This design comes from an exercise in tuning for small area and a short achievable clock period on the open sky130 flow, not from production work. Where RTL was checked, it was by simulation tests only, not by an equivalence proof against the original. The RTL of run 2 was laid out without a check of its function. Power figures rest on the tool's default switching activity, not on a simulated workload.

==> flow/design.v (outline; a module is shown in full before it is edited, if it fits) <==
// module vc_dds_cfg_reg: 32 lines
// module vc_phase_accum: 37 lines
// module vc_wave_shaper: 13 lines
// module vc_amp_offset: 641 lines
// module vc_dds_top: 69 lines
module vc_dds_top
(
  input  logic                    clk_user_bufg,
  input  logic                    rst_glb,
  input  logic                    cfg_wr,           
  input  logic [85:0]             cfg,              
  output logic [16-1:0] sample,           
  output logic                    sample_valid,
  output logic [10-1:0]    dac_fsc           
);
  // ...
==> flow/flow/run.sh <==
#!/bin/bash
# Standard ORFS layout with two changes:
#  - the port buffers are the smallest plain buffer instead of the default
#    delay-buffer cell;
#  - Yosys's generic synthesis skips its quick ABC pass before the full adders
#    are extracted, so that the adder cells are not surrounded by polarity
#    inverters (the flip-flops are unaffected; ABC still maps the logic).
# Each tool's output is kept by ORFS under orfs/logs/; make's own output goes
# to flow_make.log.
set -euo pipefail
export BUFFER_PORTS_ARGS="-buffer_cell sky130_fd_sc_hd__buf_1"
bash standard.sh finish SYNTH_ARGS=-noabc > flow_make.log 2>&1
==> flow/standard.sh <==
#!/bin/bash
# synth_recipe.tcl (not shown) runs the flow's synth.tcl, then flattens the netlist and writes it again
# the make line also repeats each setting of config.mk as NAME=value (left out here)
make -C /OpenROAD-flow-scripts/flow DESIGN_CONFIG=/design/flow/config.mk WORK_HOME=/design/flow/orfs CLKGATE_MAP_FILE= SYNTH_SCRIPT=/design/flow/synth_recipe.tcl "${@:-finish}"
==> flow/config.mk <==
export PLATFORM = sky130hd
export DESIGN_NAME = vc_dds_top
export DESIGN_NICKNAME = vc_dds_top
export VERILOG_FILES = /design/flow/design.v
export SDC_FILE = /design/flow/constraint.sdc
export NUM_CORES = 4
export LEC_CHECK = 0
export CAP_MARGIN = 20
export CORE_MARGIN = 2
export CORE_UTILIZATION = 60
export CTS_CLUSTER_DIAMETER = 100
export CTS_CLUSTER_SIZE = 25
export PLACE_DENSITY = 0.75
export SETUP_SLACK_MARGIN = 3.2
export SLEW_MARGIN = 20
==> flow/constraint.sdc <==
create_clock -name core_clock -period 5.5 [get_ports {clk_user_bufg}]
set_input_delay 1.1000 -clock core_clock [delete_from_list [all_inputs] [get_ports {clk_user_bufg}]]
set_output_delay 1.1000 -clock core_clock [all_outputs]
set_load 0.01 [all_outputs]
==> run notes, run 1 <==
STA:
- Setup repair after global routing could not meet its margin everywhere.
- Clock skew on the completed layout was measured at 0.0233 ns.
- The worst-case setup margin in the final layout is 3.15 ns.
- The shortest period the worst path allows is 2.35 ns.

Drt:
- The post-detailed-route DRC marker count is 0.
- The top routing layer in use is met4.
- The routed metal-1 wirelength is 13,200 um.
- The per-cell via count in the routed design is 5.78.
- The count of nets left with antenna violations once routing finished came out at 0.

Pwr:
- The sequential logic power is 4.42 mW.
- Cell internal power was estimated by the tool at 6.99 mW.
- Of the total power, the share spent switching nets is 0.397.
- In this run, power in the clock network comes to 1.34 mW.
- The portion of total power attributed to sequential cells is 0.381.
- The leakage power summed over all cells is 7.13 nW.
- The combinational gate power is 5.85 mW.
- The switching power is 4.61 mW.

Clock tree:
- The clock insertion delay at the later pin of the skew report is 0.52 ns.
- The clock input transition at the sequential cells of the worst setup and hold paths is 0.09 ns.
- Post-CTS timing repair inserted 7 buffers for setup.

Synthesis:
- The cell type with the largest total area after synthesis is sky130_fd_sc_hd__dfxtp_1.
- Of the total synthesized cell area, the portion taken by AND, OR, NAND and NOR gates is 0.0533.
- The compound-gate portion of the synthesized area is 0.131.

Setup path:
- The endpoint class of the critical path is a primary output.
- In this run the number of cells on the critical path is 3.
- The arrival time of data at the critical path endpoint is 1.25 ns.
- Following the worst setup path forward leads to its endpoint at sample[11].
- The delay of the slowest critical-path stage is 0.37 ns.

Cells and area:
- The finished cells cover 17,900 um2.
- For this run, the post-layout net count is 1,737.
- The register share of the cell area is 0.413.

Die:
- The initialized floorplan defines 60 standard-cell rows.
- The area of the die is 28,500 um2.
- The initial core utilization is 0.608.

Global route:
- The maximum number of pins on one net before global-route repair is 58.
- The number of global-route vias before repair was 10,373.
- The routing usage on met2 is 0.386.
- The global-route met1 utilization is 0.290.

Outcome:
- The flow ran to the end and the layout has no timing, DRC or antenna violations.
==> inputs of run 2 (changes only) <==
--- a/flow/design.v
+++ b/flow/design.v
@@ -658,17 +658,17 @@
   wire s399 = r0_273 ^ r0_274 ^ k368;
   wire k400 = (r0_273 & r0_274) | (r0_273 & k368) | (r0_274 & k368);
   wire s401 = r0_275 ^ r0_276;
   wire k402 = r0_275 & r0_276;
   wire s403 = r0_277 ^ r0_278 ^ r0_279;
   wire k404 = (r0_277 & r0_278) | (r0_277 & r0_279) | (r0_278 & r0_279);
   wire s405 = 1'b1 ^ r0_280;
   wire k406 = 1'b1 & r0_280;
-  wire [10:0] plow_sum = {1'b0, k334, k332, k330, s291, k288, k286, k284, k282, r0_184, r0_180} + {1'b0, s335, s333, s331, s329, s289, s287, s285, s283, s281, r0_181};
+  wire [13:0] plow_sum = {1'b0, k370, s369, k336, k334, k332, k330, s291, k288, k286, k284, k282, r0_184, r0_180} + {1'b0, s371, s339, s337, s335, s333, s331, s329, s289, s287, s285, s283, s281, r0_181};
   logic cin_q;
   logic r1_407;
   logic r1_408;
   logic r1_409;
   logic r1_410;
   logic r1_411;
   logic r1_412;
   logic r1_413;
@@ -694,68 +694,56 @@
   logic r1_433;
   logic r1_434;
   logic r1_435;
   logic r1_436;
   logic r1_437;
   logic r1_438;
   logic r1_439;
   logic r1_440;
-  logic r1_441;
-  logic r1_442;
-  logic r1_443;
-  logic r1_444;
-  logic r1_445;
-  logic r1_446;
   always_ff @(posedge clk_user_bufg)
   begin
-    cin_q <= plow_sum[10];
-    r1_407 <= k336;
-    r1_408 <= s337;
-    r1_409 <= s369;
-    r1_410 <= s339;
-    r1_411 <= k370;
-    r1_412 <= s371;
-    r1_413 <= k372;
-    r1_414 <= s373;
-    r1_415 <= k374;
-    r1_416 <= s375;
-    r1_417 <= k376;
-    r1_418 <= s377;
-    r1_419 <= k378;
-    r1_420 <= s379;
-    r1_421 <= k380;
-    r1_422 <= s381;
-    r1_423 <= k382;
-    r1_424 <= s383;
-    r1_425 <= k384;
-    r1_426 <= s385;
-    r1_427 <= k386;
-    r1_428 <= s387;
-    r1_429 <= k388;
-    r1_430 <= s389;
-    r1_431 <= k390;
-    r1_432 <= s391;
-    r1_433 <= k392;
-    r1_434 <= s393;
-    r1_435 <= k394;
-    r1_436 <= s395;
-    r1_437 <= k396;
-    r1_438 <= s397;
-    r1_439 <= k398;
-    r1_440 <= s399;
-    r1_441 <= k400;
-    r1_442 <= s401;
-    r1_443 <= k402;
-    r1_444 <= s403;
-    r1_445 <= k404;
-    r1_446 <= s405;
+    cin_q <= plow_sum[13];
+    r1_407 <= k372;
+    r1_408 <= s373;
+    r1_409 <= k374;
+    r1_410 <= s375;
+    r1_411 <= k376;
+    r1_412 <= s377;
+    r1_413 <= k378;
+    r1_414 <= s379;
+    r1_415 <= k380;
+    r1_416 <= s381;
+    r1_417 <= k382;
+    r1_418 <= s383;
+    r1_419 <= k384;
+    r1_420 <= s385;
+    r1_421 <= k386;
+    r1_422 <= s387;
+    r1_423 <= k388;
+    r1_424 <= s389;
+    r1_425 <= k390;
+    r1_426 <= s391;
+    r1_427 <= k392;
+    r1_428 <= s393;
+    r1_429 <= k394;
+    r1_430 <= s395;
+    r1_431 <= k396;
+    r1_432 <= s397;
+    r1_433 <= k398;
+    r1_434 <= s399;
+    r1_435 <= k400;
+    r1_436 <= s401;
+    r1_437 <= k402;
+    r1_438 <= s403;
+    r1_439 <= k404;
+    r1_440 <= s405;
   end
-  wire [19:0] tot = {r1_445, r1_443, r1_441, r1_439, r1_437, r1_435, r1_433, r1_431, r1_429, r1_427, r1_425, r1_423, r1_421, r1_419, r1_417, r1_415, r1_413, r1_411, r1_409, r1_407} + {r1_446, r1_444, r1_442, r1_440, r1_438, r1_436, r1_434, r1_432, r1_430, r1_428, r1_426, r1_424, r1_422, r1_420, r1_418, r1_416, r1_414, r1_412, r1_410, r1_408} + cin_q;
-  wire [16:0] hisum = tot[19:3];
+  wire [16:0] tot = {r1_439, r1_437, r1_435, r1_433, r1_431, r1_429, r1_427, r1_425, r1_423, r1_421, r1_419, r1_417, r1_415, r1_413, r1_411, r1_409, r1_407} + {r1_440, r1_438, r1_436, r1_434, r1_432, r1_430, r1_428, r1_426, r1_424, r1_422, r1_420, r1_418, r1_416, r1_414, r1_412, r1_410, r1_408} + cin_q;
+  wire [16:0] hisum = tot[16:0];
   assign result = hisum;
   logic [16+RW-1:0] dly_q [1];
   always_ff @(posedge clk_user_bufg)
   begin
     dly_q[0] <= ~result;
   end
   assign sample = ~(dly_q[0][16-1:0] & {16{dly_q[0][16]}});
 endmodule
==> flow/flow/run.sh (replaced) <==
#!/bin/bash
# Standard ORFS layout, except that the port buffers are the smallest plain
# buffer instead of the default delay-buffer cell. Each tool's output is kept
# by ORFS under orfs/logs/; make's own output goes to flow_make.log.
set -euo pipefail
export BUFFER_PORTS_ARGS="-buffer_cell sky130_fd_sc_hd__buf_1"
bash standard.sh finish > flow_make.log 2>&1
--- a/flow/config.mk
+++ b/flow/config.mk
@@ -6,10 +6,10 @@
 export NUM_CORES = 4
 export LEC_CHECK = 0
 export CAP_MARGIN = 20
 export CORE_MARGIN = 2
 export CORE_UTILIZATION = 60
 export CTS_CLUSTER_DIAMETER = 100
 export CTS_CLUSTER_SIZE = 25
 export PLACE_DENSITY = 0.75
-export SETUP_SLACK_MARGIN = 3.2
+export SETUP_SLACK_MARGIN = 3.1
 export SLEW_MARGIN = 20
==> run notes, run 2 <==
Cells and area:
- The final standard cell area without fillers came to 18,000 um2 (was 17,900 um2).
- The area growth from synthesis to layout is 7.35% (was 10.1%).
- The number of standard cells in the final layout excluding fillers is 1,949 (was 1,782).
- Regs by FF count: u_cfg_reg.freq_word x32, u_amp_offset.dly_q x17 (unchanged).
- The number of nets in the layout is 1,865 (was 1,737).
- The final cell utilization of the core came to 0.651 (was 0.670).
- The flip-flop count of the largest register after layout is 32 (unchanged).
- Most frequent cells in the layout: 208 x sky130_fd_sc_hd__dfxtp_1, 171 x sky130_fd_sc_hd__inv_1, 138 x sky130_fd_sc_hd__xnor2_1 (was 211 x sky130_fd_sc_hd__dfxtp_1, 155 x sky130_fd_sc_hd__xnor2_1, 121 x sky130_fd_sc_hd__fa_1).
- The proportion of layout cells with a drive suffix above 1 is 0.0732 (was 0.119).
- The register with the most flip-flops was u_cfg_reg.freq_word (unchanged).
- The most common cell after layout, fill and taps aside is sky130_fd_sc_hd__dfxtp_1 (unchanged).
- The number of inserted diodes is 0 (unchanged).

Setup path:
- The cell family contributing the most delay on the critical path is adder cells (was flip-flops).
- The arrival time of data at the critical path endpoint was 2.76 ns (was 1.25 ns).
- The delay of the slowest critical-path stage is 0.53 ns (was 0.37 ns).
- The maximum fanout along the worst path is 2 (was 6).
- Cell-by-cell trace of the critical path: inv_2, fa_1, inv_1, fa_1, ha_4, ha_4, nand4_1, nor2_1, a21oi_1, o21ai_1 (was buf_4, nand2_1, buf_1).
- The data required time at the worst endpoint is 5.89 ns (was 4.40 ns).
- The number of cells on the worst reg-to-reg path is 10 (was 8).
- The endpoint class of the critical path is a flop (was primary output).
- The number of buffers and inverters on the critical path is 2 (unchanged).
- The total number of cells along the worst setup path was 10 (was 3).
- The type of the worst setup path is reg -> reg (was reg -> out).
- The startpoint kind of the worst setup timing path was a flop (unchanged).
- The cell with the largest stage delay on the worst path is sky130_fd_sc_hd__fa_1 (was sky130_fd_sc_hd__dfxtp_4).

STA:
- The setup TNS is 0 ns (unchanged).
- Setup repair after global routing missed its margin: true (unchanged).
- The worst hold-check slack came to 0.348 ns (was 0.346 ns).
- The number of endpoints with negative hold slack in the final report was 0 (unchanged).
- The post-route clock period utilization is 0.430 (was 0.427).
- The maximum operating frequency is 423 MHz (was 426 MHz).
- The count of final max-slew check failures is 0 (unchanged).
- The shortest period the worst path allows came to 2.36 ns (was 2.35 ns).
- The normalized max-slew margin is 0.376 (was 0.392).
- The number of endpoints failing setup at the final stage came to 0 (unchanged).
- The slew at the pin closest to its max-slew limit is 0.935 ns (was 0.911 ns).
- The worst-case setup margin in the final layout is 3.14 ns (was 3.15 ns).
- The setup clock skew after layout is 0.0162 ns (was 0.0233 ns).

Synthesis:
- The number of enable-type register cells in the synthesized netlist came to 66 (unchanged).
- Post-synth top cells: 243 x sky130_fd_sc_hd__dfxtp_1, 176 x sky130_fd_sc_hd__inv_1, 138 x sky130_fd_sc_hd__xnor2_1, 124 x sky130_fd_sc_hd__fa_1, 119 x sky130_fd_sc_hd__a22oi_1 (was 249 x sky130_fd_sc_hd__dfxtp_1, 155 x sky130_fd_sc_hd__xnor2_1, 123 x sky130_fd_sc_hd__fa_1, 120 x sky130_fd_sc_hd__a22oi_1, 97 x sky130_fd_sc_hd__clkbuf_1).
- The number of storage elements in the synthesis netlist was 324 (was 330).
- The share of synthesized registers carrying an async set or reset is 0.0463 (was 0.0455).
- The most used flip-flop cell after synthesis was sky130_fd_sc_hd__dfxtp_1 (unchanged).
- The post-synthesis instance area was 16,800 um2 (was 16,300 um2).
- The portion of the post-synthesis area used by sequential elements came to 0.432 (was 0.451).
- The most repeated cell in the gate-level netlist after synthesis is sky130_fd_sc_hd__dfxtp_1 (unchanged).
- Dominant cells by area after synthesis: sky130_fd_sc_hd__dfxtp_1 29%, sky130_fd_sc_hd__fa_1 15%, sky130_fd_sc_hd__edfxtp_1 12% (was sky130_fd_sc_hd__dfxtp_1 31%, sky130_fd_sc_hd__fa_1 15%, sky130_fd_sc_hd__edfxtp_1 12%).
- The synthesized net count is 1,821 (was 1,674).
- The number of instances in the synthesized netlist came to 1,521 (was 1,371).
- The mean instance size in the synthesized netlist is 11.0 um2 (was 11.9 um2).
- The area share of the largest cell type after synthesis came to 0.290 (was 0.306).
- The cell type with the largest total area after synthesis was sky130_fd_sc_hd__dfxtp_1 (unchanged).
- The count of warnings emitted by yosys is 5 (unchanged).
- The count of different cell masters after synthesis is 63 (was 67).

Clock tree:
- The maximum buffer depth of the clock tree is 3 (unchanged).
- The number of buffers added by the clock tree synthesis step is 16 (was 17).
- The clock tree from TritonCTS is done (unchanged).
- The clock insertion delay at the later pin of the skew report came to 0.51 ns (was 0.52 ns).
- The root buffer cell is sky130_fd_sc_hd__clkbuf_16 (unchanged).
- The clock input transition at the sequential cells of the worst setup and hold paths is 0.09 ns (about the same).
- The total number of H-tree levels is 1 (unchanged).
- The hold-fix buffer count after cts is 0 (unchanged).
- The number of sinks on the clock net is 324 (was 330).

Global route:
- The first-pass GRT wire length is 54,300 um (was 51,400 um).
- The global-route met1 utilization is 0.307 (was 0.290).
- The maximum number of pins on one net before global-route repair is 70 (was 58).
- The global router's overall resource usage is 0.233 (was 0.225).
- The initial antenna violation count is 0 (unchanged).
- The layer carrying the most global-route usage is met2 (unchanged).
- The routing usage on met2 is 0.391 (was 0.386).
- The met3 track utilization from global routing came to 0.0437 (was 0.0484).
- The number of global-route vias before repair is 10,918 (was 10,373).
- The sum of overflow across all layers after global routing came to 0 (unchanged).

Pwr:
- The worst vdd rail ir drop is 0.350 mV (was 0.293 mV).
- The portion of total power attributed to sequential cells is 0.364 (was 0.381).
- The switching part of the total came to 0.416 (was 0.397).
- The portion of total power attributed to the clock network came to 0.111 (was 0.115).
- The share of total power in combinational logic came to 0.525 (was 0.504).
- The total power divided by cell area is 656 nW/um2 (was 647 nW/um2).
- The internal power contribution is 6.89 mW (was 6.99 mW).
- The leakage power summed over all cells was 7.45 nW (was 7.13 nW).
- The switching power was 4.91 mW (was 4.61 mW).
- The post-layout total power is 11.8 mW (was 11.6 mW).

Place:
- The minimum setup slack after placement came to 2.50 ns (was 2.72 ns).
- The placer congestion estimate came to 0.892 (was 0.862).
- The quantity of I/O buffers inserted on ports was 115 (unchanged).
- The placed wire-length estimate after detailed placement is 23,800 um (was 21,700 um).
- The number of cells in the design after placement was 1,914 (was 1,734).
- The post-place instance area was 17,300 um2 (was 16,800 um2).

Drt:
- The per-cell via count in the routed design is 5.54 (was 5.78).
- The post-detailed-route DRC marker count is 0 (unchanged).
- The number of iterations in the first detailed-routing pass was 6 (was 7).
- The routed wire length is 33,500 um (was 32,100 um).
- The number of vias after detailed routing is 10,807 (was 10,296).
- The count of antenna-violating nets left after detailed routing is 0 (unchanged).
- The number of DRC violations after detailed-routing iteration 0 is 1,005 (was 862).
- The detail-routed net length per standard cell is 17.2 um (was 18.0 um).

Die:
- The area of the die is 29,300 um2 (was 28,500 um2).
- The width of the die is 171 um (was 169 um).
- The placeable core area came to 27,600 um2 (was 26,800 um2).
- The total I/O pin count is 116 (unchanged).
- The initial core utilization came to 0.606 (was 0.608).
- The placement row count came to 61 (was 60).
- The floorplan die height is 171 um (was 169 um).

Run:
- The max-capacitance violation count is 0 (unchanged).

Outcome:
- Result of the run: no timing/DRC/antenna violations (unchanged).

Min path:
- The worst min-delay path category is reg -> reg (unchanged).
- The cell count of the worst hold path was 0 (unchanged).
-- run 2: cell count changes after synthesis, moves of 8 or more --
cell,delta
sky130_fd_sc_hd__inv_1,+120
sky130_fd_sc_hd__xor2_1,+19
sky130_fd_sc_hd__a21oi_1,+18
sky130_fd_sc_hd__xnor2_1,-17
sky130_fd_sc_hd__nand3_1,+10
sky130_fd_sc_hd__o21ai_0,+10
sky130_fd_sc_hd__o21ai_1,-8
-- run 2: cell families (layout without fill, tap and decap cells) --
family / count (synthesis) / in the layout / synth area share
multiplexers: 4 / 4 / 0.00269
flip-flops: 324 / 324 / 0.432
XOR/XNOR: 197 / 197 / 0.103
adder cells (fa/ha/maj): 211 / 211 / 0.213
AO/OA/AOI/OAI: 305 / 305 / 0.129
buffers and inverters: 281 / 331 / 0.0637
AND/OR/NAND/NOR: 199 / 199 / 0.0567
-- run 2: layer usage --
metal | share of wire | wire length, um | up-vias
li1 | - | - | 5116
met3 | 0.087 | 2920 | 64
met1 | 0.41 | 13800 | 5190
met4 | 0.025 | 836 | 0
met2 | 0.48 | 15900 | 437
met5 | 0 | 0 | -
-- run 2: final cells by class --
type	instances	area, um2
fill	2199	9650
timing repair buffer	129	548
sequential	324	7280
tap	378	473
clock inverter	1	17.5
clock buffer	23	448
inverter	178	684
multi-input combinational	916	8530
-- run 2: power groups by stage --
stage | combinational (mW) | clock (mW) | sequential [mW]
after floorplan | 4.92 | 0 | 3.71
after global placement | 5.72 | 0 | 4.29
after detailed placement | 6.02 | 0 | 4.32
after CTS | 6.20 | 1.35 | 4.27
after global routing | 7.18 | 1.43 | 4.39
final | 6.20 | 1.31 | 4.30
-- run 2: worst paths after layout --
path	start	to	slack, ns
min in group asynchronous	rst_glb	valid_q[0]	0.59
min	u_cfg_reg.dc_offset[3]	u_amp_offset.dco_q[3]	0.35
max	u_amp_offset.r0_217	u_amp_offset.cin_q	3.14
max in group asynchronous	rst_glb	u_cfg_reg.dac_fsc[4]	4.54
min reg2reg	u_cfg_reg.dc_offset[3]	u_amp_offset.dco_q[3]	0.35
max reg2reg	u_amp_offset.r0_217	u_amp_offset.cin_q	3.14
-- run 2: worst reg2reg max path, delay by kind of cell, from the launching register on --
kind	cells	cell delay, ns
adder cells (fa/ha/maj)	4	1.52
flip-flops	1	0.34
AO/OA/AOI/OAI	2	0.21
AND/OR/NAND/NOR	2	0.10
buffers and inverters	2	0.09
-- run 2: repair_timing --
action                                  CTS  global route
buffers inserted                          9             2
endpoints found under the setup margin   57            42
resized for setup                        25            38
pin swaps                                 3             2

## re-timing with driven ports
No port has a modelled driver above. Below, the same layouts with a new extraction and two added sets of constraints.
Step 1, drivers: a clkbuf_16 drives clk_user_bufg and a buf_2 each remaining input, both assumed.
Step 2 also shifts input and output timing later by t, the mid clock arrival at the registers, as if the neighbouring blocks saw the same clock.
Slacks: no drivers / after step 1 / after step 2; pairs: no drivers / after step 1.
| run | shift t [ns] | slack for setup (ns) | worst slew at a driven data input, ns |
|---|---|---|---|
| run 1 | 0.561 | 3.152 / 3.103 / 2.848 | 0.07 |
| run 2 | 0.557 | 3.135 / 3.133 / 2.689 | 0.05 |
After both steps setup and hold are still met in every run listed. The setup slack of run 2, which loses most, moves by -0.002 ns with the drivers and by -0.446 ns with both steps.
